What follows belongs to an exercise in optimizing a design on an open flow for small area; a production flow would make more cautious choices.
RTL that was checked went through simulation tests only; none was proved equivalent to the original.
For runs 1, 2 and 6, only the layout was checked, not whether the RTL still works.
Power and IR drop assume default switching activity. The flow treats the clock pin as an ideal source, which a real chip does not have.

`design/flow/design.v`:
```
module sel_aoi3 (
   input  logic [2:0] a,
   input  logic [2:0] b,
   output logic       y_n
);
   assign y_n = ~|(a & b);
endmodule
module nand_n #(parameter int N = 2) (
   input  logic [N-1:0] a,
   output logic         y
);
   assign y = ~&a;
endmodule
module sel31 (
   input  logic [30:0] s,
   input  logic [30:0] d,
   output logic        y
);
   logic [10:0] t_n;
   genvar i;
   generate
      for (i = 0; i < 10; i++) begin : g_t
         sel_aoi3 u (.a(s[3*i+2:3*i]), .b(d[3*i+2:3*i]), .y_n(t_n[i]));
      end
   endgenerate
   nand_n #(2) u_last (.a({s[30], d[30]}), .y(t_n[10]));
   logic [2:0] p;
   nand_n #(4) u_p0 (.a(t_n[3:0]),  .y(p[0]));
   nand_n #(4) u_p1 (.a(t_n[7:4]),  .y(p[1]));
   nand_n #(3) u_p2 (.a(t_n[10:8]), .y(p[2]));
   assign y = |p;
endmodule
module dec_reg (
   input  logic       en,
   input  logic [4:0] a,
   output logic [31:1] y
);
   always_comb
      for (int i = 1; i < 32; i++) y[i] = en && (a == i[4:0]);
endmodule
module mux2x4 (
   input  logic       s,
   input  logic [3:0] a,
   input  logic [3:0] b,
   output logic [3:0] y
);
   assign y = s ? b : a;
endmodule
module rd_port (
   input  logic [4:0]   sel,
   input  logic [123:0] taps,
   output logic [3:0]   y
);
   logic [31:1] s;
   dec_reg u_dec (.en(1'b1), .a(sel), .y(s));
   genvar b, i;
   generate
      for (b = 0; b < 4; b++) begin : g_b
         logic [30:0] d;
         for (i = 0; i < 31; i++) begin : g_i
            assign d[i] = taps[4*i+b];
         end
         sel31 u (.s(s), .d(d), .y(y[b]));
      end
   endgenerate
endmodule
module inc30 (
   input  logic [29:0] a,
   output logic [29:0] y
);
   logic [30:0] c;
   assign c[0] = 1'b1;
   genvar i;
   generate
      for (i = 0; i < 30; i++) begin : g_i
         assign y[i]   = a[i] ^ c[i];
         assign c[i+1] = a[i] & c[i];
      end
   endgenerate
endmodule
module mips_pipe #(
   parameter [31:0] RESET_PC = 32'h0
) (
   input  logic        clk,
   input  logic        rst_n,
   output logic [31:0] imem_addr_o,
   input  logic [31:0] imem_data_i,
   output logic        dmem_re_o,
   output logic        dmem_we_o,
   output logic [31:0] dmem_addr_o,
   output logic [31:0] dmem_wdata_o,
   input  logic [31:0] dmem_rdata_i
);
   logic [2:0]  ph;         
   logic [29:0] pc;         
   logic        cy;         
   logic        eqf;        
   logic        wb_en;      
   logic [4:0]  wb_dest;
   logic [31:0] rsr;        
   logic [27:0] dsr;        
   logic [7:0] phs;
   always_comb
      for (int i = 0; i < 8; i++) phs[i] = (ph == i[2:0]);
   wire [31:0] ins = imem_data_i;
   wire [5:0]  op  = ins[31:26];
   wire [5:0]  fn  = ins[5:0];
   wire [4:0]  rs  = ins[25:21];
   wire [4:0]  rt  = ins[20:16];
   wire [4:0]  rd  = ins[15:11];
   wire is_r    = (op == 6'h00);
   wire is_addi = (op == 6'h08);
   wire is_lw   = (op == 6'h23);
   wire is_sw   = (op == 6'h2b);
   wire is_beq  = (op == 6'h04);
   wire f_add   = (fn == 6'h20);
   wire f_sub   = (fn == 6'h22);
   wire f_and   = (fn == 6'h24);
   wire f_or    = (fn == 6'h25);
   wire f_slt   = (fn == 6'h2a);
   wire r_ok    = is_r & (f_add | f_sub | f_and | f_or | f_slt);
   wire do_sub  = is_r & (f_sub | f_slt);
   wire do_and  = is_r & f_and;
   wire do_or   = is_r & f_or;
   wire do_slt  = is_r & f_slt;
   wire use_imm = is_addi | is_lw | is_sw | is_beq;
   wire [3:0] wb_d = rsr[3:0];
   logic [31:1] we;
   logic [123:0] taps;
   dec_reg u_wdec (.en(wb_en), .a(wb_dest), .y(we));
   genvar k;
   generate
      for (k = 1; k < 32; k++) begin : g_reg
         logic [31:0] r;
         logic [3:0]  t;
         mux2x4 u_m (.s(we[k]), .a(r[3:0]), .b(wb_d), .y(t));
         assign taps[4*k-4 +: 4] = t;
         always_ff @(posedge clk) r <= {t, r[31:4]};
      end
   endgenerate
   logic [3:0] ra, bt;
   rd_port u_ra (.sel(rs), .taps(taps), .y(ra));
   rd_port u_rb (.sel(rt), .taps(taps), .y(bt));
   logic [3:0] imm_c, pc_c;
   wire [31:0] pc_w = {2'b00, pc};
   always_comb begin
      imm_c = {4{ins[15]}};
      pc_c  = 4'h0;
      for (int i = 0; i < 4; i++)
         if (phs[i]) imm_c = ins[4*i +: 4];
      for (int i = 0; i < 8; i++)
         if (phs[i]) pc_c = pc_w[4*i +: 4];
   end
   wire [3:0] a   = is_beq ? pc_c : ra;
   wire [3:0] b   = use_imm ? imm_c : bt;
   wire [3:0] bx  = b ^ {4{do_sub}};
   logic [4:0] c;
   logic [3:0] s;
   always_comb begin
      c[0] = phs[0] ? (do_sub | is_beq) : cy;
      for (int i = 0; i < 4; i++) begin
         s[i]   = a[i] ^ bx[i] ^ c[i];
         c[i+1] = (a[i] & bx[i]) | (c[i] & (a[i] ^ bx[i]));
      end
   end
   wire [3:0] y   = do_and ? (a & b) :
                    do_or  ? (a | b) :
                    do_slt ? 4'h0    : s;
   wire       lt  = (a[3] ^ b[3]) ? a[3] : s[3];
   wire       eq  = (phs[0] | eqf) & (ra == bt);
   wire       taken = is_beq & eq;
   logic [29:0] pc_inc;
   inc30 u_inc (.a(pc), .y(pc_inc));
   always_ff @(posedge clk) begin
      cy  <= c[4];
      eqf <= eq;
      dsr <= {bt, dsr[27:4]};
      if (phs[7] && is_lw) rsr <= dmem_rdata_i;
      else                 rsr <= {y, rsr[31:5], (phs[7] && do_slt) ? lt : rsr[4]};
   end
   always_ff @(posedge clk) begin
      if (!rst_n) begin
         ph    <= 3'd0;
         pc    <= RESET_PC[31:2];
         wb_en <= 1'b0;
      end else begin
         ph <= ph + 3'd1;
         if (phs[7]) begin
            pc    <= taken ? {y[1:0], rsr[31:4]} : pc_inc;
            wb_en <= r_ok | is_addi | is_lw;
         end
      end
   end
   always_ff @(posedge clk) begin
      if (phs[7]) wb_dest <= is_r ? rd : rt;
   end
   assign imem_addr_o  = {pc, 2'b00};
   assign dmem_re_o    = phs[7] & is_lw;
   assign dmem_we_o    = phs[7] & is_sw;
   assign dmem_addr_o  = {y, rsr[31:4]};
   assign dmem_wdata_o = {bt, dsr};
endmodule
```
`design/flow/run.sh`:
```
#!/bin/bash
# synth_recipe.tcl (not shown) runs the flow's synth.tcl, then flattens the netlist and writes it again
# the make line also repeats each setting of config.mk as NAME=value (left out here)
make -C /OpenROAD-flow-scripts/flow DESIGN_CONFIG=/design/flow/config.mk WORK_HOME=/design/flow/orfs CLKGATE_MAP_FILE= SYNTH_SCRIPT=/design/flow/synth_recipe.tcl finish
```
`design/flow/config.mk`:
```
export PLATFORM = sky130hd
export DESIGN_NAME = mips_pipe
export DESIGN_NICKNAME = mips_pipe
export VERILOG_FILES = /design/flow/design.v
export SDC_FILE = /design/flow/constraint.sdc
export NUM_CORES = 4
export LEC_CHECK = 0
export CAP_MARGIN = 20
export CORE_MARGIN = 2
export CORE_UTILIZATION = 40
export SLEW_MARGIN = 20
export SYNTH_HIERARCHICAL = 1
```
`design/flow/constraint.sdc`:
```
create_clock -name core_clock -period 10.0 [get_ports {clk}]
set_input_delay 2.0000 -clock core_clock [delete_from_list [all_inputs] [get_ports {clk}]]
set_output_delay 2.0000 -clock core_clock [all_outputs]
set_load 0.01 [all_outputs]
```
==> results of run 1 <==
-- worst register-to-register path, delay by kind of cell, from the launching register on --
kind	cells	cell delay (ns)
adder cells (fa/ha/maj)	28	5.20
flip-flops	1	0.35
AO/OA/AOI/OAI	1	0.25
XOR/XNOR	1	0.15
multiplexers	1	0.09
-- layout make-up --
class,count,area [µm²]
fill,6114,36000
sequential,1093,21900
multi-input combinational,725,5810
clock buffer,137,2780
timing repair buffer,167,1660
tap,940,1180
clock inverter,41,504
inverter,19,71.3
antenna,1,2.50
-- path summary, 6_finish.rpt --
check	from	end	slack [ns]	cells past startpoint
max	imem_data_i[17]	dmem_addr_o[30]	0.72	17
min	g_reg[29].r[9]$_DFF_P_	g_reg[29].r[5]$_DFF_P_	0.31	0
min reg2reg	g_reg[29].r[9]$_DFF_P_	g_reg[29].r[5]$_DFF_P_	0.31	0
max reg2reg	pc[0]$_SDFFE_PN0P_	pc[29]$_SDFFE_PN0P_	3.87	31
-- logic make-up after synthesis --
kind of cell	share of synthesized area, %
flops	77.9
simple gates	5.25
mux	7.41
compound gates	5.51
buf+inv	1.68
fa+ha+maj	1.88
xor+xnor	0.311
other cells	0.0400
-- per-layer routing --
metal	GRT usage (%)	share of wire, %	vias to the layer above	routed length (µm)
met4	6.04	2.8	2	1730
met5	0	0.015	-	9
met1	22.1	46	7050	28100
li1	-	-	6993	-
met2	25.6	44	520	27000
met3	4.99	7.1	122	4360
-- stage by stage --
| step | hold WS (ns) | cell area, µm² | utilization (%) |
|---|---|---|---|
| after detailed placement | 0.312 | 30600 | 43.8 |
| after global routing | 0.324 | 33900 | 48.5 |
| after CTS | 0.315 | 33900 | 48.5 |
| final | 0.312 | 33900 | 48.5 |
| after global placement | 0.310 | 30600 | 43.8 |
| after floorplan | 0.310 | 28200 | - |
-- flip-flops by register name, indices dropped and copies added, names as in the netlist --
register and count:
dsr 28, eqf 1, rsr 32, g.r 992, cy 1, wb_dest 5, ph 3, pc 30
wb_en 1
-- layout by cell type, fill, tap and decap left out, types with 11 or more instances in the layout --
| cell type | instances |
|---|---|
| dfxtp_1 | 1084 |
| clkdlybuf4s50_1 | 161 |
| mux2_2 | 156 |
| nor2_1 | 146 |
| clkbuf_16 | 99 |
| a222oi_1 | 80 |
| nand2_1 | 40 |
| ha_1 | 35 |
| a211oi_1 | 31 |
| mux2i_1 | 30 |
| nand4_1 | 22 |
| clkbuf_1 | 22 |
| conb_1 | 18 |
| inv_1 | 17 |
| a21oi_1 | 16 |
| nand3_1 | 16 |
| clkbuf_8 | 16 |
| clkinv_2 | 15 |
| o21ai_0 | 11 |
| nand2b_1 | 11 |
-- Yosys stat by module (local to each module, per instance), excerpt --
module,flops+latches,cells inside,times used
sel_aoi3,0,1,80
mux2x4,0,4,31
rd_port,0,1,2
sel31,0,1,8
dec_reg,0,46,3
mips_pipe,1093,1477,1
inc30,0,30,1
-- power by group through the flow --
stage                     registers [W]   logic, W  clock network [W]
after global placement          0.00450   0.000137                  0
after CTS                       0.00440   0.000139            0.00384
after global routing            0.00440   0.000150            0.00401
after floorplan                 0.00448  0.0000781                  0
after detailed placement        0.00450   0.000138                  0
final                           0.00440   0.000140            0.00374
==> notes.md, run 1 <==
• number of remaining DRC errors: 0
• stage delay of the slowest cell on the critical path: 0.62 ns
• Total Neg Setup Slack: 0 ns
• cell type group with the largest total delay on the critical path: simple AND/OR/NAND/NOR gates
• routed vias/inst: 4.70
• grt ovf: 0
• Commonest cells post-synth: 1088 x dfxtp_1, 156 x mux2_2, 146 x nor2_1, 80 x a222oi_1, 40 x nand2_1
• x dimension of the die: 269 µm
• Sink Count: 1093
• detailed-route via count: 14700
• final period demand of the worst path: 9.28 ns
• pin slew with the least headroom to its limit: 0.984 ns
• number of gates resized after cts: 0
• number of global-route vias before repair: 14600
• NetSw: 0.00166 W
• unrepaired setup endpoints after global routing: false
• critical path class: in -> out
• ordered cell list for the critical path: clkdlybuf4s50_1 > nand2b_1 > nor2_1 > a222oi_1 > nand4_1 > or3_1 > nand2_1 > nand2_1 > xnor2_1 > fa_1 > inv_1 > fa_1 > fa_1 > a21oi_1 > o32ai_2 > a211oi_2 > clkdlybuf4s50_1
• post-route worst setup slack: 0.717 ns
• number of synthesis warnings: 8
• max-capacitance violation count: 0
• Critical Path AT: 7.28 ns
• layout cell share with drive strength beyond 1: 15.7%
• source-to-sink clock delay at the later pin of the worst-skew pair: 0.65 ns
• Synth async-reset ratio: 0%
• synthesized flop and latch total: 1093
• top-level I/O count: 164
• Netlist Area Pre-Place: 28100 µm²
• DP Wirelength: 41.6 mm
• Peak supply drop: 0.159 mV
• Root Driver: clkbuf_16
• Yosys top cell by area: dfxtp_1
• Clk network pwr share: 45.2%
• number of cell rows: 97
• sequential fraction of design power: 53.1%
• final hold viol count: 0
• Routed wire per std cell: 19.6 µm
• cell with the most instances after synthesis: dfxtp_1
• global-route usage over all layers: 16.6%
• Critical Path Slowest Stage Cell: clkdlybuf4s50_1
• CTS Buf Count: 98
• count of pins over their slew limit: 0
• clock skew after layout: 0.0250 ns
• DIE AREA: 72500 µm²
• final routed wirelength across all metal layers: 61.2 mm
• share of synthesized area occupied by flip-flops and latches: 77.9%
• fraction of power spent switching nets: 20.0%
• post-synthesis instance total: 1891
• count of port buffers added during placement: 161
• buffer and inverter count on the worst path: 3
• most instantiated flip-flop cell in the synthesis netlist: dfxtp_1
• Total Nets Final: 2210
• Core Box Area: 69900 µm²
• number of endpoints failing setup at the final stage: 0
• post-CTS setup buffers: 0
• initial detailed-routing violation count: 1417
• top post-synthesis cells by area: dfxtp_1 77%, mux2_2 6.2%, a222oi_1 2.8%, nor2_1 1.9%, ha_1 1.6%
• power per unit of standard cell area: 244 nW/µm²
• instance count after placement with tap cells included: 2944
• most frequent cell on the critical path: fa_1
• first-pass GRT wire length: 90.8 mm
• PnR Total Power: 0.00828 W
• Antenna Nets Post-Route: 0
• layout-stage area growth over the synthesis result: 20.6%
• TritonCTS clock tree: built
• mean instance size in the synthesized netlist: 14.9 µm²
• Die H: 269 µm
• data required time of the critical path: 8.00 ns
• Reg clk slew, reported paths: 0.06 ns
• EDFF count, synth: 5
• worst slew margin relative to its limit: 34.4%
• final cell count without fillers: 3123
• RD Place Congestion: 0.848
• DRT Pass-1 Iters: 9
• maximum fanout encountered on the critical timing path: 8
• post-synth top area share: 77.4%
• Max Buffers Root-to-Sink: 3
• largest net degree at the start of global routing: 53
• startpoint class of the critical path: input port
• Max Clk Rate: 108 MHz
• leakage: 13.2 nW
• antenna violations before repair: 2
• H-Tree Level Count: 3
• CP Capture Type: output port
• number of unique standard cell types used by synthesis: 66
• number of hold buffers added after cts: 0
• DP Worst Slack: 0.648 ns
• outcome: finished clean
• Internal: 0.00662 W
• share of power burned in combinational logic: 1.7%
• type of the worst min-delay path: reg -> reg
• initial standard-cell utilization of the core: 40.3%
• fin crit share: 92.8%
==> run 2: changes to the inputs <==
--- a/design/flow/config.mk
+++ b/design/flow/config.mk
@@ -8,5 +8,6 @@
 export CAP_MARGIN = 20
 export CORE_MARGIN = 2
-export CORE_UTILIZATION = 40
+export CORE_UTILIZATION = 60
+export CTS_BUF_LIST = sky130_fd_sc_hd__clkbuf_4
 export SLEW_MARGIN = 20
 export SYNTH_HIERARCHICAL = 1
==> notes.md, run 2 <==
• post-CTS setup buffers: 0
• Root Driver: clkbuf_4
• sequential fraction of design power: 56.3%
• Layout fillers: 3153
• Antenna Nets Post-Route: 0
• area of the multi-input gates: 5810 µm²
• worst slew margin relative to its limit: 33.0%
• max FFs per register: 992
• Synth async-reset ratio: 0%
• unrepaired setup endpoints after global routing: false
• EDFF count, synth: 5
• post-synth top area share: 77.4%
• grt ovf: 0
• layout cell share with drive strength beyond 1: 23.4%
• Routed wire per std cell: 20.1 µm
• clock skew after layout: 0.0409 ns
• post-synthesis instance total: 1891
• flip-flop and latch area: 21900 µm²
• Peak supply drop: 0.190 mV
• number of global-route vias before repair: 15700
• number of endpoints failing setup at the final stage: 0
• fraction of power spent switching nets: 20.8%
• global-route usage over all layers: 25.4%
• count of pins over their slew limit: 0
• first-pass GRT wire length: 89.9 mm
• number of gates resized after cts: 0
• Max Clk Rate: 111 MHz
• largest net degree at the start of global routing: 43
• Yosys top cell by area: dfxtp_1
• Netlist Area Pre-Place: 28100 µm²
• number of synthesis warnings: 8
• Total Neg Setup Slack: 0 ns
• mean instance size in the synthesized netlist: 14.9 µm²
• most common library cell in the layout ignoring fill and taps: dfxtp_1
• source-to-sink clock delay at the later pin of the worst-skew pair: 1.02 ns
• DP Wirelength: 41.0 mm
• synthesized flop and latch total: 1093
• RD Place Congestion: 0.903
• registers with the most flip-flops: g.r x992, rsr x32, pc x30
• final routed wirelength across all metal layers: 61.0 mm
• share of synthesized area occupied by flip-flops and latches: 77.9%
• highest-count cells in the layout ignoring fill and taps: 1084 x dfxtp_1, 369 x clkbuf_4, 161 x clkdlybuf4s50_1, 156 x mux2_2, 146 x nor2_1
• Most flops, register: g.r
• TritonCTS clock tree: built
• max-capacitance violation count: 0
• number of remaining DRC errors: 0
• pin slew with the least headroom to its limit: 0.999 ns
• type of the worst min-delay path: reg -> reg
• detailed-route via count: 15600
• x dimension of the die: 221 µm
• NetSw: 0.00162 W
• fin crit share: 90.4%
• top-level I/O count: 164
• Critical Path AT: 7.04 ns
• outcome: finished clean
• Core Box Area: 46500 µm²
• Commonest cells post-synth: 1088 x dfxtp_1, 156 x mux2_2, 146 x nor2_1, 80 x a222oi_1, 40 x nand2_1
• DIE AREA: 48700 µm²
• startpoint class of the critical path: input port
• initial standard-cell utilization of the core: 60.6%
• power per unit of standard cell area: 235 nW/µm²
• Total Nets Final: 2347
• CP Capture Type: output port
• Die H: 221 µm
• top post-synthesis cells by area: dfxtp_1 77%, mux2_2 6.2%, a222oi_1 2.8%, nor2_1 1.9%, ha_1 1.6%
• layout-stage area growth over the synthesis result: 18.3%
• count of port buffers added during placement: 161
• Sink Count: 1093
• Max Buffers Root-to-Sink: 3
• maximum fanout encountered on the critical timing path: 8
• initial detailed-routing violation count: 1594
• leakage: 13.5 nW
• Min-Delay Startpoint: g_reg[19].r[12]$_DFF_P_
• critical path class: in -> out
• Clk network pwr share: 42.0%
• most instantiated flip-flop cell in the synthesis netlist: dfxtp_1
• instance count after placement with tap cells included: 2609
• antenna violations before repair: 6
• final hold viol count: 0
• cell with the most instances after synthesis: dfxtp_1
• number of unique standard cell types used by synthesis: 66
• worst-case hold slack: 0.297 ns
• DRT Pass-1 Iters: 10
• share of power burned in combinational logic: 1.7%
• H-Tree Level Count: 4
• routed vias/inst: 5.15
• CTS Buf Count: 237
• number of cell rows: 79
• data required time of the critical path: 8.00 ns
• Internal: 0.00618 W
• final cell count without fillers: 3028
• reg-to-reg critical path startpoint: pc[0]$_SDFFE_PN0P_
• number of hold buffers added after cts: 0
• origin of the worst setup path: imem_data_i[17]
• Reg clk slew, reported paths: 0.06 ns
• final period demand of the worst path: 9.04 ns
-- run 2: stage by stage --
stage	setup WS, ns	instance area, µm²	utilization (%)	power (W)
global placement	1.04	30200	65.0	0.00463
floorplan	2.54	28200	-	0.00456
finish	0.963	33300	71.7	0.00781
detailed placement	0.982	30200	65.0	0.00463
CTS	0.940	33300	71.6	0.00791
global route	0.653	33300	71.6	0.00815
-- run 2: final timing paths --
check | end | slack [ns] | cells past startpoint
worst max-delay path | dmem_addr_o[30] | 0.96 | 17
worst min-delay path | g_reg[19].r[8]$_DFF_P_ | 0.30 | 0
worst max register to register | pc[29]$_SDFFE_PN0P_ | 3.90 | 31
worst min register to register | g_reg[19].r[8]$_DFF_P_ | 0.30 | 0
-- run 2: worst max-delay path, stage by stage --
cell,delay (ns)
clkdlybuf4s50_1,0.53
nand2b_1,0.39
nor2_1,0.18
a222oi_1,0.46
nand4_1,0.18
or3_1,0.46
nand2_1,0.10
nand2_1,0.08
xnor2_1,0.20
fa_1,0.20
inv_1,0.05
fa_1,0.45
fa_1,0.49
a21oi_1,0.21
o32ai_2,0.14
a211oi_2,0.31
clkdlybuf4s50_1,0.60
-- run 2: layout make-up --
type / count / area share (%)
Tap cell: 607 / 2.28
Sequential cell: 1093 / 65.9
Clock inverter: 46 / 0.876
Antenna cell: 4 / 0.0301
Timing Repair Buffer: 165 / 4.93
Clock buffer: 369 / 8.32
Multi-Input combinational cell: 725 / 17.4
Inverter: 19 / 0.214
-- run 2: Yosys stat by module, one instance, submodules excluded, excerpt --
module | flops+latches | cells inside | times used | area (µm²)
mips_pipe | 1093 | 1477 | 1 | 24700
sel_aoi3 | 0 | 1 | 80 | 10.0
sel31 | 0 | 1 | 8 | 6.26
dec_reg | 0 | 46 | 3 | 230
rd_port | 0 | 1 | 2 | 3.75
inc30 | 0 | 30 | 1 | 363
mux2x4 | 0 | 4 | 31 | 45.0
-- run 2: cells by family after synthesis --
kind of cell	Yosys count	share of synthesized area [%]
DFF	1093	77.9
AOI/OAI and AO/OA	179	5.51
and+or+nand+nor	290	5.25
adders and majority gates	40	1.88
muxes	188	7.41
xor gates and xnor gates	10	0.311
other	3	0.0400
buffers and inverters	88	1.68
-- run 2: per-layer routing --
| layer | up-vias | track usage, % | wire [µm] | share of wire (%) |
|---|---|---|---|---|
| met3 | 110 | 7.97 | 4210 | 6.9 |
| met1 | 7463 | 33.1 | 27500 | 45 |
| met5 | - | 0 | 45 | 0.074 |
| li1 | 7432 | - | - | - |
| met2 | 581 | 38.9 | 27900 | 46 |
| met4 | 6 | 11.5 | 1350 | 2.2 |
-- run 2: power groups by stage --
stage / clock network, W / registers (W) / logic, W
after detailed placement: 0 / 0.00450 / 0.000133
after floorplan: 0 / 0.00448 / 0.0000781
after global placement: 0 / 0.00450 / 0.000132
after CTS: 0.00338 / 0.00440 / 0.000134
final: 0.00328 / 0.00440 / 0.000134
after global routing: 0.00361 / 0.00439 / 0.000145
==> run 3: changes to the inputs <==
--- a/design/flow/design.v
+++ b/design/flow/design.v
@@ -32,6 +32,13 @@
 endmodule
 module dec_reg (
-   input  logic       en,
-   input  logic [4:0] a,
+   input  logic [4:0]  a,
+   output logic [31:1] y
+);
+   always_comb
+      for (int i = 1; i < 32; i++) y[i] = (a == i[4:0]);
+endmodule
+module dec_reg_en (
+   input  logic        en,
+   input  logic [4:0]  a,
    output logic [31:1] y
 );
@@ -53,5 +60,5 @@
 );
    logic [31:1] s;
-   dec_reg u_dec (.en(1'b1), .a(sel), .y(s));
+   dec_reg u_dec (.a(sel), .y(s));
    genvar b, i;
    generate
@@ -65,21 +72,23 @@
    endgenerate
 endmodule
-module inc30 (
-   input  logic [29:0] a,
+module pc_next (
+   input  logic        rst,
+   input  logic        ld,
+   input  logic        inc,
+   input  logic [29:0] pc,
+   input  logic [29:0] tgt,
    output logic [29:0] y
 );
    logic [30:0] c;
-   assign c[0] = 1'b1;
+   assign c[0] = inc;
    genvar i;
    generate
       for (i = 0; i < 30; i++) begin : g_i
-         assign y[i]   = a[i] ^ c[i];
-         assign c[i+1] = a[i] & c[i];
-      end
-   endgenerate
-endmodule
-module mips_pipe #(
-   parameter [31:0] RESET_PC = 32'h0
-) (
+         assign c[i+1] = pc[i] & c[i];
+         assign y[i]   = ~rst & (ld ? tgt[i] : (pc[i] ^ c[i]));
+      end
+   endgenerate
+endmodule
+module mips_pipe (
    input  logic        clk,
    input  logic        rst_n,
@@ -128,5 +137,5 @@
    logic [31:1] we;
    logic [123:0] taps;
-   dec_reg u_wdec (.en(wb_en), .a(wb_dest), .y(we));
+   dec_reg_en u_wdec (.en(wb_en), .a(wb_dest), .y(we));
    genvar k;
    generate
@@ -170,6 +179,7 @@
    wire       eq  = (phs[0] | eqf) & (ra == bt);
    wire       taken = is_beq & eq;
-   logic [29:0] pc_inc;
-   inc30 u_inc (.a(pc), .y(pc_inc));
+   logic [29:0] pc_n;
+   pc_next u_pcn (.rst(!rst_n), .ld(phs[7] & taken), .inc(phs[7] & ~taken), .pc(pc),
+                  .tgt({y[1:0], rsr[31:4]}), .y(pc_n));
    always_ff @(posedge clk) begin
       cy  <= c[4];
@@ -182,14 +192,11 @@
       if (!rst_n) begin
          ph    <= 3'd0;
-         pc    <= RESET_PC[31:2];
          wb_en <= 1'b0;
       end else begin
          ph <= ph + 3'd1;
-         if (phs[7]) begin
-            pc    <= taken ? {y[1:0], rsr[31:4]} : pc_inc;
-            wb_en <= r_ok | is_addi | is_lw;
-         end
-      end
-   end
+         if (phs[7]) wb_en <= r_ok | is_addi | is_lw;
+      end
+   end
+   always_ff @(posedge clk) pc <= pc_n;
    always_ff @(posedge clk) begin
       if (phs[7]) wb_dest <= is_r ? rd : rt;
--- a/design/flow/config.mk
+++ b/design/flow/config.mk
@@ -8,6 +8,8 @@
 export CAP_MARGIN = 20
 export CORE_MARGIN = 2
-export CORE_UTILIZATION = 60
-export CTS_BUF_LIST = sky130_fd_sc_hd__clkbuf_4
+export CORE_UTILIZATION = 70
+export CTS_BUF_LIST = sky130_fd_sc_hd__clkbuf_16
+export CTS_CLUSTER_DIAMETER = 100
+export CTS_CLUSTER_SIZE = 32
 export SLEW_MARGIN = 20
 export SYNTH_HIERARCHICAL = 1
==> notes.md, run 3 <==
• outcome: finished clean
• x dimension of the die: 203 µm
• number of global-route vias before repair: 15000
• Peak supply drop: 0.206 mV
• Max Clk Rate: 103 MHz
• max FFs per register: 992
• placed cell area: 30000 µm²
• most common library cell in the layout ignoring fill and taps: dfxtp_1
• final hold viol count: 0
• clock skew after layout: 0.0395 ns
• post-synth top area share: 78.3%
• Most flops, register: g.r
• Antenna Nets Post-Route: 0
• PnR Total Power: 0.00656 W
• count of pins over their slew limit: 0
• final design area excluding fillers: 31200 µm²
• cell with the most instances after synthesis: dfxtp_1
• mean instance size in the synthesized netlist: 15.1 µm²
• largest net degree at the start of global routing: 36
• Max Buffers Root-to-Sink: 3
• synthesized flop and latch total: 1093
• most instantiated flip-flop cell in the synthesis netlist: dfxtp_1
• CP Capture Type: register
• number of remaining DRC errors: 0
• fin crit share: 97.1%
• number of cells on the worst hold path: 0
• TritonCTS clock tree: built
• stage delay of the slowest cell on the critical path: 0.43 ns
• xor and xnor fraction of the mapped netlist area: 0.315%
• final routed wirelength across all metal layers: 64.1 mm
• Total Nets Final: 2132
• share of synthesized area occupied by flip-flops and latches: 78.9%
• data required time of the critical path: 10.47 ns
• Core Box Area: 39500 µm²
• worst slew margin relative to its limit: 27.8%
• initial standard-cell utilization of the core: 70.5%
• pin slew with the least headroom to its limit: 1.08 ns
• EDFF count, synth: 5
• cells on worst reg2reg path: 41
• Sink Count: 1093
• top-level I/O count: 164
• final period demand of the worst path: 9.71 ns
• area share of fa/ha/maj cells after synthesis: 1.95%
• DRT Pass-1 Iters: 9
• Netlist Area Pre-Place: 27800 µm²
• Commonest cells post-synth: 1088 x dfxtp_1, 158 x mux2_2, 143 x nor2_1, 80 x a222oi_1, 37 x ha_1
• Min-Delay Startpoint: g_reg[27].r[19]$_DFF_P_
• antenna violations before repair: 7
• Yosys top cell by area: dfxtp_1
• Root Driver: clkbuf_16
• number of synthesis warnings: 9
• Die H: 203 µm
• layout cell share with drive strength beyond 1: 14.6%
• main combinational cell family by area after synthesis: multiplexers
• registers with the most flip-flops: g.r x992, rsr x32, pc x30
• top post-synthesis cells by area: dfxtp_1 78%, mux2_2 6.4%, a222oi_1 2.9%, nor2_1 1.9%, ha_1 1.7%
• DP Wirelength: 42.7 mm
• leakage: 12.3 nW
• origin of the worst setup path: imem_data_i[23]
• reg-to-reg critical path startpoint: wb_dest[1]$_DFFE_PP_
• detailed-route via count: 14500
• global-route usage over all layers: 31.1%
• flip-flop and latch area: 21900 µm²
• end point of the critical path: pc[28]$_DFF_P_
• highest-count cells in the layout ignoring fill and taps: 1084 x dfxtp_1, 158 x mux2_2, 151 x clkdlybuf4s50_1, 141 x nor2_1, 80 x a222oi_1
• post-synthesis instance total: 1839
• RD Place Congestion: 0.882
• maximum fanout encountered on the critical timing path: 7
• startpoint class of the critical path: input port
• worst reg2reg setup slack: 0.35 ns
• terminus of the critical flop-to-flop path: pc[28]$_DFF_P_
• Synth async-reset ratio: 0%
• Layout fillers: 2024
• number of unique standard cell types used by synthesis: 68
• critical path class: in -> reg
• multiplexer share of the synthesized area: 7.55%
• most frequent cell on the critical path: ha_1
• Critical Path Slowest Stage Cell: or3_4
• power per unit of standard cell area: 210 nW/µm²
• source-to-sink clock delay at the later pin of the worst-skew pair: 0.61 ns
• grt ovf: 0
• count of port buffers added during placement: 161
• Routed wire per std cell: 25.1 µm
• type of the worst min-delay path: reg -> reg
• layout-stage area growth over the synthesis result: 12.1%
• routed vias/inst: 5.68
• initial detailed-routing violation count: 1897
• area of the multi-input gates: 5500 µm²
• DIE AREA: 41300 µm²
• number of cell rows: 73
• H-Tree Level Count: 2
• compound-gate portion of the synthesized area: 4.71%
• Reg clk slew, reported paths: 0.12 ns
• max-capacitance violation count: 0
• number of endpoints failing setup at the final stage: 0
• Critical Path AT: 10.18 ns
• worst-case hold slack: 0.287 ns
• share of synthesized cell area in and, or, nand and nor gates: 4.91%
• CTS Buf Count: 40
• first-pass GRT wire length: 94.5 mm
-- run 3: final cells by class --
class / count / share of cell area [%]
sequential: 1093 / 70.3
multi-input combinational: 667 / 17.6
timing repair buffer: 204 / 6.12
clock buffer: 42 / 3.37
tap: 525 / 2.11
inverter: 19 / 0.229
clock inverter: 5 / 0.185
antenna: 2 / 0.0160
-- run 3: critical path, delay by kind of cell --
family | cells | cell delay [ns]
compound gates | 3 | 0.57
mux | 1 | 0.16
fa+ha+maj | 29 | 5.35
xor+xnor | 1 | 0.17
buf+inv | 3 | 0.52
simple gates | 6 | 1.39
-- run 3: logic make-up (layout without fill, tap and decap cells) --
logic type      count (synthesis)  count (layout)
simple gates                  273             273
mux                           190             190
buf+inv                        80             270
fa+ha+maj                      41              41
flops                        1093            1093
xor+xnor                       10              10
other cells                     1               4
compound gates                151             151
-- run 3: what timing repair did --
item	CTS	global route
setup buffers	1	1
hold buffers	0	0
setup endpoints to repair	3	4
pin swaps	8	24
gates resized for setup	17	29
gates cloned	0	0
-- run 3: power breakdown --
group	switching, W	internal [W]
Sequential	0.0000347	0.00437
Clock	0.00123	0.000772
Combinational	0.0000741	0.0000778
-- run 3: per-stage QoR --
stage	setup WS (ns)	cells	setup TNS [ns]	util, %
floorplan	0.624	1840	0	-
global placement	-0.812	2506	-2.93	76.1
detailed placement	-0.784	2506	-2.76	76.1
CTS	0.00601	2554	0	79.0
global route	-0.0865	2556	-0.140	79.0
finish	0.289	2557	0	79.0
-- run 3: worst min path at each step --
stage | end | slack, ns
2_1_floorplan | g_reg[10].r[0]$_DFF_P_ | 0.31
3_3_place_gp | g_reg[27].r[11]$_DFF_P_ | 0.31
3_5_place_dp | g_reg[14].r[2]$_DFF_P_ | 0.31
4_1_cts | g_reg[27].r[15]$_DFF_P_ | 0.29
5_1_grt | g_reg[27].r[15]$_DFF_P_ | 0.28
6_report | g_reg[27].r[15]$_DFF_P_ | 0.29
-- run 3: layer usage --
metal / vias to the layer above / global-route usage [%] / wire (µm)
met4: 4 / 10.6 / 1920
met5: - / 0 / 28
met1: 7076 / 41.2 / 26800
met3: 144 / 4.67 / 4210
li1: 6646 / - / -
met2: 662 / 52.6 / 31200
-- run 3: per-module statistics from Yosys, one instance, submodules excluded, a selection --
module | area, µm² | flip-flops and latches
mux2x4 | 45.0 | 0
pc_next | 878 | 0
dec_reg_en | 230 | 0
sel_aoi3 | 10.0 | 0
mips_pipe | 23800 | 1093
dec_reg | 218 | 0
sel31 | 6.26 | 0
==> run 4: changes to the inputs <==
--- a/design/flow/config.mk
+++ b/design/flow/config.mk
@@ -8,8 +8,8 @@
 export CAP_MARGIN = 20
 export CORE_MARGIN = 2
-export CORE_UTILIZATION = 70
+export CORE_UTILIZATION = 60
 export CTS_BUF_LIST = sky130_fd_sc_hd__clkbuf_16
 export CTS_CLUSTER_DIAMETER = 100
-export CTS_CLUSTER_SIZE = 32
+export CTS_CLUSTER_SIZE = 30
 export SLEW_MARGIN = 20
 export SYNTH_HIERARCHICAL = 1
==> notes.md, run 4 <==
• grt ovf: 0
• Routed wire per std cell: 22.0 µm
• final hold viol count: 0
• DRT Pass-1 Iters: 7
• x dimension of the die: 219 µm
• source-to-sink clock delay at the later pin of the worst-skew pair: 0.61 ns
• leakage: 12.3 nW
• Reg clk slew, reported paths: 0.11 ns
• Total Nets Final: 2138
• number of unique standard cell types used by synthesis: 68
• PnR Total Power: 0.00654 W
• H-Tree Level Count: 2
• most frequent cell on the critical path: ha_1
• data required time of the critical path: 10.54 ns
• routed vias/inst: 5.26
• DIE AREA: 48100 µm²
• final design area excluding fillers: 31300 µm²
• Antenna Nets Post-Route: 0
• Most flops, register: g.r
• layout-stage area growth over the synthesis result: 12.7%
• share of synthesized area occupied by flip-flops and latches: 78.9%
• maximum fanout encountered on the critical timing path: 8
• startpoint class of the critical path: input port
• Max Clk Rate: 105 MHz
• top-level I/O count: 164
• number of synthesis warnings: 9
• post-synth top area share: 78.3%
• initial detailed-routing violation count: 1438
• number of remaining DRC errors: 0
• DP Wirelength: 40.4 mm
• most common library cell in the layout ignoring fill and taps: dfxtp_1
• Core Box Area: 45600 µm²
• number of endpoints failing setup at the final stage: 0
• post-synthesis instance total: 1839
• Synth async-reset ratio: 0%
• final period demand of the worst path: 9.55 ns
• Netlist Area Pre-Place: 27800 µm²
• Die H: 219 µm
• most instantiated flip-flop cell in the synthesis netlist: dfxtp_1
• cell with the most instances after synthesis: dfxtp_1
• Critical Path AT: 10.09 ns
• highest-count cells in the layout ignoring fill and taps: 1084 x dfxtp_1, 158 x mux2_2, 151 x clkdlybuf4s50_1, 136 x nor2_1, 80 x a222oi_1
• power per unit of standard cell area: 209 nW/µm²
• final routed wirelength across all metal layers: 57.9 mm
• top post-synthesis cells by area: dfxtp_1 78%, mux2_2 6.4%, a222oi_1 2.9%, nor2_1 1.9%, ha_1 1.7%
• worst-case hold slack: 0.321 ns
• CP Capture Type: register
• registers with the most flip-flops: g.r x992, rsr x32, pc x30
• largest net degree at the start of global routing: 36
• Peak supply drop: 0.248 mV
• CTS Buf Count: 42
• initial standard-cell utilization of the core: 61.0%
• EDFF count, synth: 5
• number of cell rows: 78
• max FFs per register: 992
• max-capacitance violation count: 0
• stage delay of the slowest cell on the critical path: 0.43 ns
• TritonCTS clock tree: built
• Root Driver: clkbuf_16
• DP Worst Slack: -0.719 ns
• layout cell share with drive strength beyond 1: 14.7%
• fin crit share: 95.5%
• post-route worst setup slack: 0.449 ns
• count of pins over their slew limit: 0
• synthesized flop and latch total: 1093
• pin slew with the least headroom to its limit: 0.995 ns
• number of hold buffers added after cts: 0
• type of the worst min-delay path: reg -> reg
• unrepaired setup endpoints after global routing: false
• first-pass GRT wire length: 85.2 mm
• antenna violations before repair: 7
• outcome: finished clean
• worst slew margin relative to its limit: 33.7%
• count of port buffers added during placement: 161
• critical path class: in -> reg
• clock skew after layout: 0.0304 ns
• RD Place Congestion: 0.933
• Critical Path Slowest Stage Cell: a222oi_1
• placed cell area: 30100 µm²
• mean instance size in the synthesized netlist: 15.1 µm²
• number of global-route vias before repair: 13900
• Commonest cells post-synth: 1088 x dfxtp_1, 158 x mux2_2, 143 x nor2_1, 80 x a222oi_1, 37 x ha_1
• Yosys top cell by area: dfxtp_1
• global-route usage over all layers: 24.1%
• Sink Count: 1093
• Max Buffers Root-to-Sink: 3
• detailed-route via count: 13900
## run 4: cell type report
| class | count | area, µm² |
|---|---|---|
| antenna | 2 | 5.00 |
| clock buffer | 43 | 1080 |
| clock inverter | 4 | 52.6 |
| fill | 3126 | 14200 |
| inverter | 19 | 71.3 |
| multi-input combinational | 667 | 5480 |
| sequential | 1093 | 21900 |
| tap | 600 | 751 |
| timing repair buffer | 208 | 1970 |
## run 4: kinds of logic after synthesis
family                     share of synthesized area, %
AOI/OAI and AO/OA                                  4.72
xor gates and xnor gates                          0.315
adders and majority gates                          1.95
buffers and inverters                              1.69
DFF                                                78.9
muxes                                              7.55
other                                            0.0135
and+or+nand+nor                                    4.91
## run 4: worst paths after layout
kind,from,endpoint,slack [ns],cells past startpoint
worst max-delay path,imem_data_i[18],pc[29]$_DFF_P_,0.45,42
worst min-delay path,g_reg[17].r[6]$_DFF_P_,g_reg[17].r[2]$_DFF_P_,0.32,0
worst max register to register,wb_dest[0]$_DFFE_PP_,pc[29]$_DFF_P_,0.46,41
worst min register to register,g_reg[17].r[6]$_DFF_P_,g_reg[17].r[2]$_DFF_P_,0.32,0
## run 4: critical path: cells and delay by family
family,cells,cell delay (ns)
AOI/OAI and AO/OA,3,0.70
xor gates and xnor gates,2,0.30
adders and majority gates,29,5.28
buffers and inverters,3,0.50
and+or+nand+nor,5,1.28
## run 4: metrics by stage
step | cells | util [%] | setup TNS (ns)
after floorplan | 1840 | - | 0
after global placement | 2578 | 66.0 | -2.78
after detailed placement | 2578 | 66.0 | -2.49
after CTS | 2627 | 68.5 | 0
after global routing | 2635 | 68.8 | 0
final | 2636 | 68.8 | 0
## run 4: repair_timing
| action | CTS | global route |
|---|---|---|
| gates resized for setup | 0 | 33 |
| endpoints found under the setup margin | 2 | 4 |
| endpoints found under the hold margin | 0 | 0 |
| setup buffers | 2 | 6 |
| pin swaps | 5 | 15 |
| cloned | 0 | 0 |
## run 4: power breakdown
group | internal [W] | switching (W) | leakage [nW] | total, W
clock network | 0.000790 | 0.00120 | 0.559 | 0.00199
registers | 0.00437 | 0.0000347 | 8.81 | 0.00440
logic | 0.0000790 | 0.0000717 | 2.98 | 0.000151
total | 0.00524 | 0.00131 | 12.3 | 0.00654
## run 4: modules after synthesis, one instance, submodules excluded, excerpt
module / cells inside / area, µm²
mips_pipe: 1359 / 23800
pc_next: 98 / 878
dec_reg_en: 46 / 230
dec_reg: 46 / 218
mux2x4: 4 / 45.0
sel_aoi3: 1 / 10.0
sel31: 1 / 6.26
## run 4: metal layers
metal  part of all wire [%]  global-route usage, %  up-vias
li1                       -                      -     6667
met5                  0.067                      0        -
met2                     46                   38.3      373
met3                    5.1                   3.96       96
met4                    2.2                   6.64        6
met1                     47                   34.1     6721
==> run 5: changes to the inputs <==
--- a/design/flow/design.v
+++ b/design/flow/design.v
@@ -31,18 +31,41 @@
    assign y = |p;
 endmodule
+module pdec2_n (
+   input  logic       en,
+   input  logic [1:0] a,
+   output logic [3:0] y_n
+);
+   always_comb
+      for (int i = 0; i < 4; i++) y_n[i] = ~(en && (a == i[1:0]));
+endmodule
+module pdec3_n (
+   input  logic [2:0] a,
+   output logic [7:0] y_n
+);
+   always_comb
+      for (int i = 0; i < 8; i++) y_n[i] = ~(a == i[2:0]);
+endmodule
+module nor2_g (
+   input  logic a,
+   input  logic b,
+   output logic y
+);
+   assign y = ~(a | b);
+endmodule
 module dec_reg (
-   input  logic [4:0]  a,
-   output logic [31:1] y
-);
-   always_comb
-      for (int i = 1; i < 32; i++) y[i] = (a == i[4:0]);
-endmodule
-module dec_reg_en (
    input  logic        en,
    input  logic [4:0]  a,
    output logic [31:1] y
 );
-   always_comb
-      for (int i = 1; i < 32; i++) y[i] = en && (a == i[4:0]);
+   logic [3:0] lo_n;
+   logic [7:0] hi_n;
+   pdec2_n u_lo (.en(en), .a(a[1:0]), .y_n(lo_n));
+   pdec3_n u_hi (.a(a[4:2]), .y_n(hi_n));
+   genvar i;
+   generate
+      for (i = 1; i < 32; i++) begin : g_i
+         nor2_g u (.a(lo_n[i % 4]), .b(hi_n[i / 4]), .y(y[i]));
+      end
+   endgenerate
 endmodule
 module mux2x4 (
@@ -60,5 +83,5 @@
 );
    logic [31:1] s;
-   dec_reg u_dec (.a(sel), .y(s));
+   dec_reg u_dec (.en(1'b1), .a(sel), .y(s));
    genvar b, i;
    generate
@@ -137,5 +160,5 @@
    logic [31:1] we;
    logic [123:0] taps;
-   dec_reg_en u_wdec (.en(wb_en), .a(wb_dest), .y(we));
+   dec_reg u_wdec (.en(wb_en), .a(wb_dest), .y(we));
    genvar k;
    generate
@@ -180,5 +203,5 @@
    wire       taken = is_beq & eq;
    logic [29:0] pc_n;
-   pc_next u_pcn (.rst(!rst_n), .ld(phs[7] & taken), .inc(phs[7] & ~taken), .pc(pc),
+   pc_next u_pcn (.rst(!rst_n), .ld(phs[7] & taken), .inc(phs[7]), .pc(pc),
                   .tgt({y[1:0], rsr[31:4]}), .y(pc_n));
    always_ff @(posedge clk) begin
==> design/flow/flow/run.sh (new file) <==
#!/bin/bash
set -euo pipefail
bash standard.sh \
   "BUFFER_PORTS_ARGS=-buffer_cell sky130_fd_sc_hd__buf_1" \
   "CTS_ARGS=-sink_clustering_enable -repair_clock_nets -buf_list sky130_fd_sc_hd__clkbuf_16 -sink_clustering_size 30 -sink_clustering_max_diameter 100 -dont_use_dummy_load" \
   finish > standard.log 2>&1
==> design/flow/standard.sh (new file) <==
#!/bin/bash
# synth_recipe.tcl (not shown) runs the flow's synth.tcl, then flattens the netlist and writes it again
# the make line also repeats each setting of config.mk as NAME=value (left out here)
make -C /OpenROAD-flow-scripts/flow DESIGN_CONFIG=/design/flow/config.mk WORK_HOME=/design/flow/orfs CLKGATE_MAP_FILE= SYNTH_SCRIPT=/design/flow/synth_recipe.tcl "${@:-finish}"
--- a/design/flow/config.mk
+++ b/design/flow/config.mk
@@ -9,7 +9,4 @@
 export CORE_MARGIN = 2
 export CORE_UTILIZATION = 60
-export CTS_BUF_LIST = sky130_fd_sc_hd__clkbuf_16
-export CTS_CLUSTER_DIAMETER = 100
-export CTS_CLUSTER_SIZE = 30
 export SLEW_MARGIN = 20
 export SYNTH_HIERARCHICAL = 1
removed: design/flow/run.sh
==> notes.md, run 5 <==
• most common library cell in the layout ignoring fill and taps: dfxtp_1
• Most flops, register: g.r
• EDFF count, synth: 5
• number of gates resized after cts: 0
• DIE AREA: 48100 µm²
• pin slew with the least headroom to its limit: 1.03 ns
• number of global-route vias before repair: 13500
• CP Capture Type: output port
• Total Nets Final: 2107
• final period demand of the worst path: 8.36 ns
• number of cells on the worst hold path: 0
• final routed wirelength across all metal layers: 56.9 mm
• outcome: finished clean
• Critical Path AT: 6.36 ns
• Routed wire per std cell: 21.9 µm
• max FFs per register: 992
• Netlist Area Pre-Place: 27800 µm²
• NetSw: 0.00128 W
• Die H: 219 µm
• post-synth top area share: 78.3%
• initial detailed-routing violation count: 1557
• clock skew after layout: 0.0482 ns
• number of hold buffers added after cts: 0
• mean instance size in the synthesized netlist: 15.1 µm²
• post-CTS setup buffers: 0
• number of cell rows: 78
• cell with the most instances after synthesis: dfxtp_1
• maximum fanout encountered on the critical timing path: 8
• layout-stage area growth over the synthesis result: 7.56%
• final hold viol count: 0
• terminus of the critical flop-to-flop path: pc[29]$_DFF_P_
• antenna violations before repair: 6
• largest net degree at the start of global routing: 34
• Total Neg Setup Slack: 0 ns
• unrepaired setup endpoints after global routing: false
• final design area excluding fillers: 29900 µm²
• length of routed wiring on met1: 26.5 mm
• most instantiated flip-flop cell in the synthesis netlist: dfxtp_1
• startpoint class of the critical path: input port
• max-capacitance violation count: 0
• worst-case hold slack: 0.305 ns
• share of synthesized area occupied by flip-flops and latches: 78.8%
• ordered cell list for the critical path: buf_1 > nand3b_1 > nor2_1 > a222oi_1 > nand4_1 > or3_1 > o22ai_1 > xor2_1 > fa_1 > inv_1 > fa_1 > fa_1 > inv_1 > fa_1 > nand3_1 > o21ai_1 > buf_1
• Reg clk slew, reported paths: 0.11 ns
• Max Buffers Root-to-Sink: 3
• number of endpoints failing setup at the final stage: 0
• Core Box Area: 45600 µm²
• source-to-sink clock delay at the later pin of the worst-skew pair: 0.61 ns
• worst slew margin relative to its limit: 31.4%
• initial standard-cell utilization of the core: 61.0%
• DP Wirelength: 39.6 mm
• Synth async-reset ratio: 0%
• cells on worst reg2reg path: 33
• share of power burned in combinational logic: 1.7%
• grt ovf: 0
• Commonest cells post-synth: 1088 x dfxtp_1, 142 x nor2_1, 133 x mux2_2, 80 x a222oi_1, 37 x ha_1
• number of remaining DRC errors: 0
• routed vias/inst: 5.34
• critical path class: in -> out
• CTS Buf Count: 42
• fraction of power spent switching nets: 19.8%
• fin crit share: 83.6%
• Antenna Nets Post-Route: 0
• Yosys top cell by area: dfxtp_1
• number of unique standard cell types used by synthesis: 62
• registers with the most flip-flops: g.r x992, rsr x32, pc x30
• top post-synthesis cells by area: dfxtp_1 78%, mux2_2 5.4%, a222oi_1 2.9%, nor2_1 1.9%, ha_1 1.7%
• leakage: 11.7 nW
• type of the worst min-delay path: reg -> reg
• post-synthesis instance total: 1839
• detailed-route via count: 13900
• highest-count cells in the layout ignoring fill and taps: 1084 x dfxtp_1, 161 x buf_1, 141 x nor2_1, 133 x mux2_2, 80 x a222oi_1
• highest layer used for signal routing: met4
• number of synthesis warnings: 9
• count of pins over their slew limit: 0
• reg-to-reg critical path startpoint: ph[0]$_SDFF_PN0_
• H-Tree Level Count: 2
• count of port buffers added during placement: 161
• Internal: 0.00517 W
• global-route usage over all layers: 23.3%
• TritonCTS clock tree: built
• data required time of the critical path: 8.00 ns
• Sink Count: 1093
• detailed-routed wire length on met3: 3.18 mm
• top-level I/O count: 164
• x dimension of the die: 219 µm
• layout cell share with drive strength beyond 1: 9.66%
• Min-Delay Startpoint: g_reg[30].r[8]$_DFF_P_
• most frequent cell on the critical path: fa_1
• met2 layer wire length in the routed design: 25.7 mm
• placed cell area: 28900 µm²
• hold path endpoint: g_reg[30].r[4]$_DFF_P_
• Root Driver: clkbuf_16
• first-pass GRT wire length: 82.5 mm
• sequential fraction of design power: 68.2%
• synthesized flop and latch total: 1093
• power per unit of standard cell area: 215 nW/µm²
• Max Clk Rate: 120 MHz
• worst reg2reg setup slack: 2.90 ns
• Layout Utilization: 65.7%
• Critical Path Slowest Stage Cell: or3_1
• RD Place Congestion: 0.883
• Peak supply drop: 0.246 mV
• stage delay of the slowest cell on the critical path: 0.53 ns
• DRT Pass-1 Iters: 8
• Clk network pwr share: 30.1%
run 5: area by class of cell:
type                    count  area (µm²)
diodes                      4        10.0
clock buffers              42        1050
fillers                  3247       15700
inverters                  21        78.8
multi-input cells         678        5470
flip-flops and latches   1093       21900
well taps                 600         751
repair buffers            164         627
run 5: per-layer routing:
metal,up-vias,global-route usage (%)
met5,-,0
met4,0,7.39
met3,111,3.76
met2,435,37.3
met1,6725,32.7
li1,6612,-
run 5: cells by family (layout without fill, tap and decap cells):
kind of cell	Yosys count	in the layout	share of synthesized area (%)
xor gates and xnor gates	10	10	0.315
other	3	14	0.0405
muxes	190	190	7.55
DFF	1093	1093	78.8
AOI/OAI and AO/OA	157	157	4.84
and+or+nand+nor	270	270	4.82
buffers and inverters	75	227	1.65
adders and majority gates	41	41	1.95
run 5: per-stage QoR:
step / instances / power (W) / setup slack, ns
finish: 2602 / 0.00645 / 1.64
global route: 2599 / 0.00664 / 1.40
CTS: 2598 / 0.00650 / 1.66
detailed placement: 2556 / 0.00461 / 1.65
global placement: 2556 / 0.00460 / 1.72
floorplan: 1846 / 0.00456 / 2.73
run 5: how the worst max path moves through the flow:
stage / start / end / slack [ns] / cells after the start
2_1_floorplan: imem_data_i[16] / dmem_addr_o[31] / 2.73 / 15
3_3_place_gp: imem_data_i[17] / dmem_addr_o[31] / 1.72 / 17
3_5_place_dp: imem_data_i[16] / dmem_addr_o[31] / 1.65 / 17
4_1_cts: imem_data_i[16] / dmem_addr_o[31] / 1.66 / 17
5_1_grt: imem_data_i[16] / dmem_addr_o[31] / 1.40 / 17
6_report: imem_data_i[16] / dmem_addr_o[31] / 1.64 / 17
run 5: power by group through the flow:
stage               Clock (W)  Combinational [W]  Sequential [W]
detailed placement          0           0.000109         0.00450
floorplan                   0          0.0000794         0.00448
finish                0.00194           0.000110         0.00440
global route          0.00212           0.000120         0.00440
global placement            0           0.000107         0.00450
CTS                   0.00199           0.000109         0.00440
run 5: per-module statistics from Yosys, one instance, submodules excluded, excerpt:
module	cells	flops+latches	times used	cell area, µm²
sel_aoi3	1	0	80	10.0
mips_pipe	1366	1093	1	23900
pdec3_n	8	0	3	60.1
sel31	1	0	8	6.26
nor2_g	1	0	93	3.75
pdec2_n	4	0	3	28.8
run 5: critical path, delay by kind of cell:
family,cells,cell delay [ns]
buffers and inverters,4,0.54
adders and majority gates,4,1.37
and+or+nand+nor,5,1.42
xor gates and xnor gates,1,0.21
AOI/OAI and AO/OA,3,0.82
==> run 6: changes to the inputs <==
--- a/design/flow/design.v
+++ b/design/flow/design.v
@@ -39,4 +39,11 @@
       for (int i = 0; i < 4; i++) y_n[i] = ~(en && (a == i[1:0]));
 endmodule
+module pdec2r_n (
+   input  logic [1:0] a,
+   output logic [3:0] y_n
+);
+   always_comb
+      for (int i = 0; i < 4; i++) y_n[i] = ~(a == i[1:0]);
+endmodule
 module pdec3_n (
    input  logic [2:0] a,
@@ -54,12 +61,8 @@
 endmodule
 module dec_reg (
-   input  logic        en,
-   input  logic [4:0]  a,
+   input  logic [3:0]  lo_n,
+   input  logic [7:0]  hi_n,
    output logic [31:1] y
 );
-   logic [3:0] lo_n;
-   logic [7:0] hi_n;
-   pdec2_n u_lo (.en(en), .a(a[1:0]), .y_n(lo_n));
-   pdec3_n u_hi (.a(a[4:2]), .y_n(hi_n));
    genvar i;
    generate
@@ -77,4 +80,26 @@
    assign y = s ? b : a;
 endmodule
+module xor4 (
+   input  logic       s,
+   input  logic [3:0] a,
+   output logic [3:0] y
+);
+   assign y = a ^ {4{s}};
+endmodule
+module entry_aoi (
+   input  logic       we,
+   input  logic       we_n,
+   input  logic [1:0] d,
+   input  logic [1:0] r,
+   output logic [1:0] y_n
+);
+   assign y_n = ~(({2{we}} & d) | ({2{we_n}} & r));
+endmodule
+module inv_g (
+   input  logic a,
+   output logic y
+);
+   assign y = ~a;
+endmodule
 module rd_port (
    input  logic [4:0]   sel,
@@ -83,5 +108,9 @@
 );
    logic [31:1] s;
-   dec_reg u_dec (.en(1'b1), .a(sel), .y(s));
+   logic [3:0]  lo_n;
+   logic [7:0]  hi_n;
+   pdec2r_n u_lo (.a(sel[1:0]), .y_n(lo_n));
+   pdec3_n  u_hi (.a(sel[4:2]), .y_n(hi_n));
+   dec_reg  u_dec (.lo_n(lo_n), .hi_n(hi_n), .y(s));
    genvar b, i;
    generate
@@ -157,8 +186,14 @@
    wire do_slt  = is_r & f_slt;
    wire use_imm = is_addi | is_lw | is_sw | is_beq;
-   wire [3:0] wb_d = rsr[3:0];
+   logic        sp;
+   logic [3:0]  wb_d;
+   xor4 u_wx (.s(sp), .a(rsr[3:0]), .y(wb_d));
    logic [31:1] we;
    logic [123:0] taps;
-   dec_reg u_wdec (.en(wb_en), .a(wb_dest), .y(we));
+   logic [3:0] wlo_n;
+   logic [7:0] whi_n;
+   pdec2_n u_wlo (.en(wb_en), .a(wb_dest[1:0]), .y_n(wlo_n));
+   pdec3_n u_whi (.a(wb_dest[4:2]), .y_n(whi_n));
+   dec_reg u_wdec (.lo_n(wlo_n), .hi_n(whi_n), .y(we));
    genvar k;
    generate
@@ -166,12 +201,18 @@
          logic [31:0] r;
          logic [3:0]  t;
-         mux2x4 u_m (.s(we[k]), .a(r[3:0]), .b(wb_d), .y(t));
+         logic        we_n;
+         inv_g u_i (.a(we[k]), .y(we_n));
+         entry_aoi u_m0 (.we(we[k]), .we_n(we_n), .d(wb_d[1:0]), .r(r[1:0]), .y_n(t[1:0]));
+         entry_aoi u_m1 (.we(we[k]), .we_n(we_n), .d(wb_d[3:2]), .r(r[3:2]), .y_n(t[3:2]));
          assign taps[4*k-4 +: 4] = t;
          always_ff @(posedge clk) r <= {t, r[31:4]};
       end
    endgenerate
+   logic [3:0] ra_x, bt_x;
+   rd_port u_ra (.sel(rs), .taps(taps), .y(ra_x));
+   rd_port u_rb (.sel(rt), .taps(taps), .y(bt_x));
    logic [3:0] ra, bt;
-   rd_port u_ra (.sel(rs), .taps(taps), .y(ra));
-   rd_port u_rb (.sel(rt), .taps(taps), .y(bt));
+   xor4 u_rax (.s(~sp & (rs != 5'd0)), .a(ra_x), .y(ra));
+   xor4 u_btx (.s(~sp & (rt != 5'd0)), .a(bt_x), .y(bt));
    logic [3:0] imm_c, pc_c;
    wire [31:0] pc_w = {2'b00, pc};
@@ -205,18 +246,37 @@
    pc_next u_pcn (.rst(!rst_n), .ld(phs[7] & taken), .inc(phs[7]), .pc(pc),
                   .tgt({y[1:0], rsr[31:4]}), .y(pc_n));
+   logic [31:0] rsr_n;
+   wire         rsr_ld = phs[7] & is_lw;
+   genvar q;
+   generate
+      for (q = 0; q < 8; q++) begin : g_rsr
+         logic [3:0] sh;
+         if (q == 7) begin : g_top
+            assign sh = y;
+         end else if (q == 0) begin : g_bot
+            assign sh = {rsr[7:5], (phs[7] && do_slt) ? lt : rsr[4]};
+         end else begin : g_mid
+            assign sh = rsr[4*q+7 : 4*q+4];
+         end
+         mux2x4 u (.s(rsr_ld), .a(sh), .b(dmem_rdata_i[4*q +: 4]), .y(rsr_n[4*q +: 4]));
+      end
+   endgenerate
    always_ff @(posedge clk) begin
       cy  <= c[4];
       eqf <= eq;
       dsr <= {bt, dsr[27:4]};
-      if (phs[7] && is_lw) rsr <= dmem_rdata_i;
-      else                 rsr <= {y, rsr[31:5], (phs[7] && do_slt) ? lt : rsr[4]};
+      rsr <= rsr_n;
    end
    always_ff @(posedge clk) begin
       if (!rst_n) begin
          ph    <= 3'd0;
+         sp    <= 1'b0;
          wb_en <= 1'b0;
       end else begin
          ph <= ph + 3'd1;
-         if (phs[7]) wb_en <= r_ok | is_addi | is_lw;
+         if (phs[7]) begin
+            sp    <= ~sp;
+            wb_en <= r_ok | is_addi | is_lw;
+         end
       end
    end
==> notes.md, run 6 <==
• outcome: finished clean
• Reg clk slew, reported paths: 0.10 ns
• max-capacitance violation count: 0
• number of cell rows: 78
• global route hottest layer: met2
• GR Layer Usage met1: 34.2%
• share of synthesized area occupied by flip-flops and latches: 79.5%
• data required time of the critical path: 8.00 ns
• H-Tree Level Count: 2
• number of unique standard cell types used by synthesis: 68
• Critical Path Slowest Stage Cell: a222oi_1
• most common library cell in the layout ignoring fill and taps: dfxtp_1
• Die H: 219 µm
• ordered cell list for the critical path: buf_1 > nand2b_1 > nor2_1 > a222oi_1 > nand4_1 > or3_1 > xor2_1 > a21oi_1 > xor2_1 > fa_1 > inv_1 > fa_1 > inv_1 > fa_1 > inv_1 > fa_1 > nand2b_1 > o21ai_0 > buf_1
• fin crit share: 86.5%
• Total Nets Final: 2172
• clock skew after layout: 0.0524 ns
• Core Box Area: 45400 µm²
• Routed wire per std cell: 21.5 µm
• stage delay of the slowest cell on the critical path: 0.43 ns
• most instantiated flip-flop cell in the synthesis netlist: dfxtp_1
• post-CTS setup buffers: 0
• top-level I/O count: 164
• met3 track demand over resource: 3.76%
• cell with the most instances after synthesis: dfxtp_1
• share of synthesized cell area in and, or, nand and nor gates: 5.29%
• Sink Count: 1094
• largest net degree at the start of global routing: 35
• source-to-sink clock delay at the later pin of the worst-skew pair: 0.61 ns
• CTS Buf Count: 43
• met2 Resource Use GR: 36.9%
• Max Clk Rate: 116 MHz
• Yosys top cell by area: dfxtp_1
• main combinational cell family by area after synthesis: compound AO/OA/AOI/OAI gates
• CP Capture Type: output port
• mean instance size in the synthesized netlist: 14.6 µm²
• registers with the most flip-flops: g.r x992, rsr x32, pc x30
• Antenna Nets Post-Route: 0
• Critical Path AT: 6.65 ns
• compound-gate portion of the synthesized area: 7.96%
• unrepaired setup endpoints after global routing: false
• Internal: 0.00530 W
• antenna violations before repair: 8
• number of remaining DRC errors: 0
• first-pass GRT wire length: 83.7 mm
• power per unit of standard cell area: 226 nW/µm²
• final hold viol count: 0
• NetSw: 0.00145 W
• worst slew margin relative to its limit: 34.2%
• top post-synthesis cells by area: dfxtp_1 79%, a22oi_1 3.5%, a222oi_1 2.9%, nor2_1 1.9%, ha_1 1.7%
• number of synthesis warnings: 10
• worst reg2reg setup slack: 3.42 ns
• Layout Utilization: 65.8%
• DP Wirelength: 39.8 mm
• area share of fa/ha/maj cells after synthesis: 2.00%
• detailed-route via count: 14400
• worst-case hold slack: 0.292 ns
• maximum fanout encountered on the critical timing path: 8
• DIE AREA: 47800 µm²
• critical path class: in -> out
• type of the worst min-delay path: reg -> reg
• most frequent cell on the critical path: fa_1
• startpoint class of the critical path: input port
• x dimension of the die: 219 µm
• count of port buffers added during placement: 161
• max FFs per register: 992
• final routed wirelength across all metal layers: 57.3 mm
• pin slew with the least headroom to its limit: 0.988 ns
• xor and xnor fraction of the mapped netlist area: 0.697%
• share of power burned in combinational logic: 5.0%
• layout-stage area growth over the synthesis result: 8.06%
• final cell count without fillers: 2663
• routed vias/inst: 5.41
• post-synth top area share: 78.9%
• final period demand of the worst path: 8.65 ns
• Max Buffers Root-to-Sink: 3
• n_diodes: 0
• number of global-route vias before repair: 13800
• Layout fillers: 3230
• sequential fraction of design power: 65.7%
• initial detailed-routing violation count: 1718
• RD Place Congestion: 0.937
• instance count after placement with tap cells included: 2620
• number of hold buffers added after cts: 0
• Root Driver: clkbuf_16
• multiplexer share of the synthesized area: 2.55%
• global-route usage over all layers: 23.8%
• layout cell share with drive strength beyond 1: 5.09%
• Synth async-reset ratio: 0%
• Clk network pwr share: 29.3%
• initial standard-cell utilization of the core: 60.9%
• Netlist Area Pre-Place: 27600 µm²
• Total Neg Setup Slack: 0 ns
• Peak supply drop: 0.217 mV
• number of endpoints failing setup at the final stage: 0
• highest-count cells in the layout ignoring fill and taps: 1089 x dfxtp_1, 161 x buf_1, 141 x nor2_1, 128 x a22oi_1, 80 x a222oi_1
• Most flops, register: g.r
• synthesized flop and latch total: 1094
• TritonCTS clock tree: built
• leakage: 11.4 nW
• DRT Pass-1 Iters: 10
• post-synthesis instance total: 1896
• Commonest cells post-synth: 1089 x dfxtp_1, 142 x nor2_1, 128 x a22oi_1, 80 x a222oi_1, 51 x inv_1
• number of gates resized after cts: 0
• grt ovf: 0
• fraction of power spent switching nets: 21.5%
• count of pins over their slew limit: 0
• EDFF count, synth: 5
## run 6: cells by family (layout without fill, tap and decap cells)
family	Yosys count	after routing
DFF	1094	1094
and+or+nand+nor	295	295
AOI/OAI and AO/OA	275	275
buffers and inverters	101	267
muxes	66	66
adders and majority gates	42	42
xor gates and xnor gates	22	22
other	1	2
## run 6: layout make-up
| class | instances | area, µm² | area share (%) |
|---|---|---|---|
| inverter | 53 | 199 | 0.666 |
| timing repair buffer | 171 | 679 | 2.28 |
| clock buffer | 43 | 1080 | 3.60 |
| tap | 600 | 751 | 2.51 |
| sequential | 1094 | 22000 | 73.5 |
| multi-input combinational | 702 | 5200 | 17.4 |
## run 6: worst max-delay path, delay by kind of cell
family | cells | cell delay [ns]
buffers and inverters | 5 | 0.68
AO/OA/AOI/OAI | 3 | 0.71
adder cells (fa/ha/maj) | 4 | 1.32
XOR/XNOR | 2 | 0.59
AND/OR/NAND/NOR | 5 | 1.35
## run 6: per-module statistics from Yosys, one instance, submodules excluded, a selection
module,cells inside,cell area [µm²]
mips_pipe,1350,23600
mux2x4,4,45.0
xor4,4,35.0
pdec3_n,8,60.1
pdec2r_n,4,22.5
inv_g,1,3.75
nor2_g,1,3.75
## run 6: worst paths after layout
path	from	end	cells past startpoint
max	imem_data_i[16]	dmem_addr_o[31]	19
min reg2reg	g_reg[20].r[18]$_DFF_P_	g_reg[20].r[14]$_DFF_P_	0
min	g_reg[20].r[18]$_DFF_P_	g_reg[20].r[14]$_DFF_P_	0
max reg2reg	ph[0]$_SDFF_PN0_	pc[29]$_DFF_P_	33
## run 6: power groups by stage
stage,Clock (W),Combinational [W],Sequential [W]
CTS,0.00202,0.000340,0.00444
global route,0.00216,0.000370,0.00445
finish,0.00198,0.000338,0.00444
global placement,0,0.000336,0.00454
detailed placement,0,0.000337,0.00454
floorplan,0,0.000232,0.00452
## run 6: per-stage QoR
step | instance area (µm²) | total power, W | worst slack [ns]
after floorplan | 27600 | 0.00476 | 2.40
after global placement | 28800 | 0.00488 | 1.41
after detailed placement | 28800 | 0.00488 | 1.35
after CTS | 29900 | 0.00680 | 1.34
after global routing | 29900 | 0.00698 | 0.972
final | 29900 | 0.00676 | 1.35
## run 6: layer usage
layer | wire length, µm | share of wire (%)
met3 | 3040 | 5.3
met2 | 25900 | 45
met5 | 52 | 0.091
met1 | 26700 | 47
met4 | 1560 | 2.7

[re-timing with driven ports]
In the flow no input, the clock included, has a driving cell. The finished layouts below were timed again as built, in two steps. Step 1 sets driving cells, clkbuf_16 on the clock port and buf_2 on the other inputs (assumed; they add their load-dependent delay and slew). Step 2 also shifts input and output timing later by t, the mid clock arrival at the registers, as if the neighbouring blocks saw the same clock. Three values: ideal ports, drivers, drivers and shift; two values: the first two.
run | t, ns | slack for setup (ns) | worst hold slack (ns) | worst setup path after step 2 | clock arrival spread, ns
run 1 | 0.702 | 0.717 / 0.647 / 0.647 | 0.312 / 0.312 / 0.312 | input to output | 0.026 / 0.027
run 2 | 1.055 | 0.963 / 0.869 / 0.869 | 0.297 / 0.297 / 0.297 | input to output | 0.049 / 0.049
run 3 | 0.653 | 0.289 / 0.305 / -0.348 | 0.287 / 0.287 / 0.287 | input to register | 0.049 / 0.050
run 4 | 0.655 | 0.449 / 0.440 / -0.215 | 0.321 / 0.321 / 0.321 | input to register | 0.034 / 0.034
run 5 | 0.645 | 1.637 / 1.615 / 1.615 | 0.305 / 0.305 / 0.305 | input to output | 0.052 / 0.053
run 6 | 0.647 | 1.349 / 1.321 / 1.321 | 0.292 / 0.292 / 0.292 | input to output | 0.052 / 0.053
With both steps, setup timing fails in run 3 and run 4, where it was met with ideal ports. For run 4, which loses most, drivers alone change the setup slack by -0.009 ns; drivers and shift together by -0.664 ns.
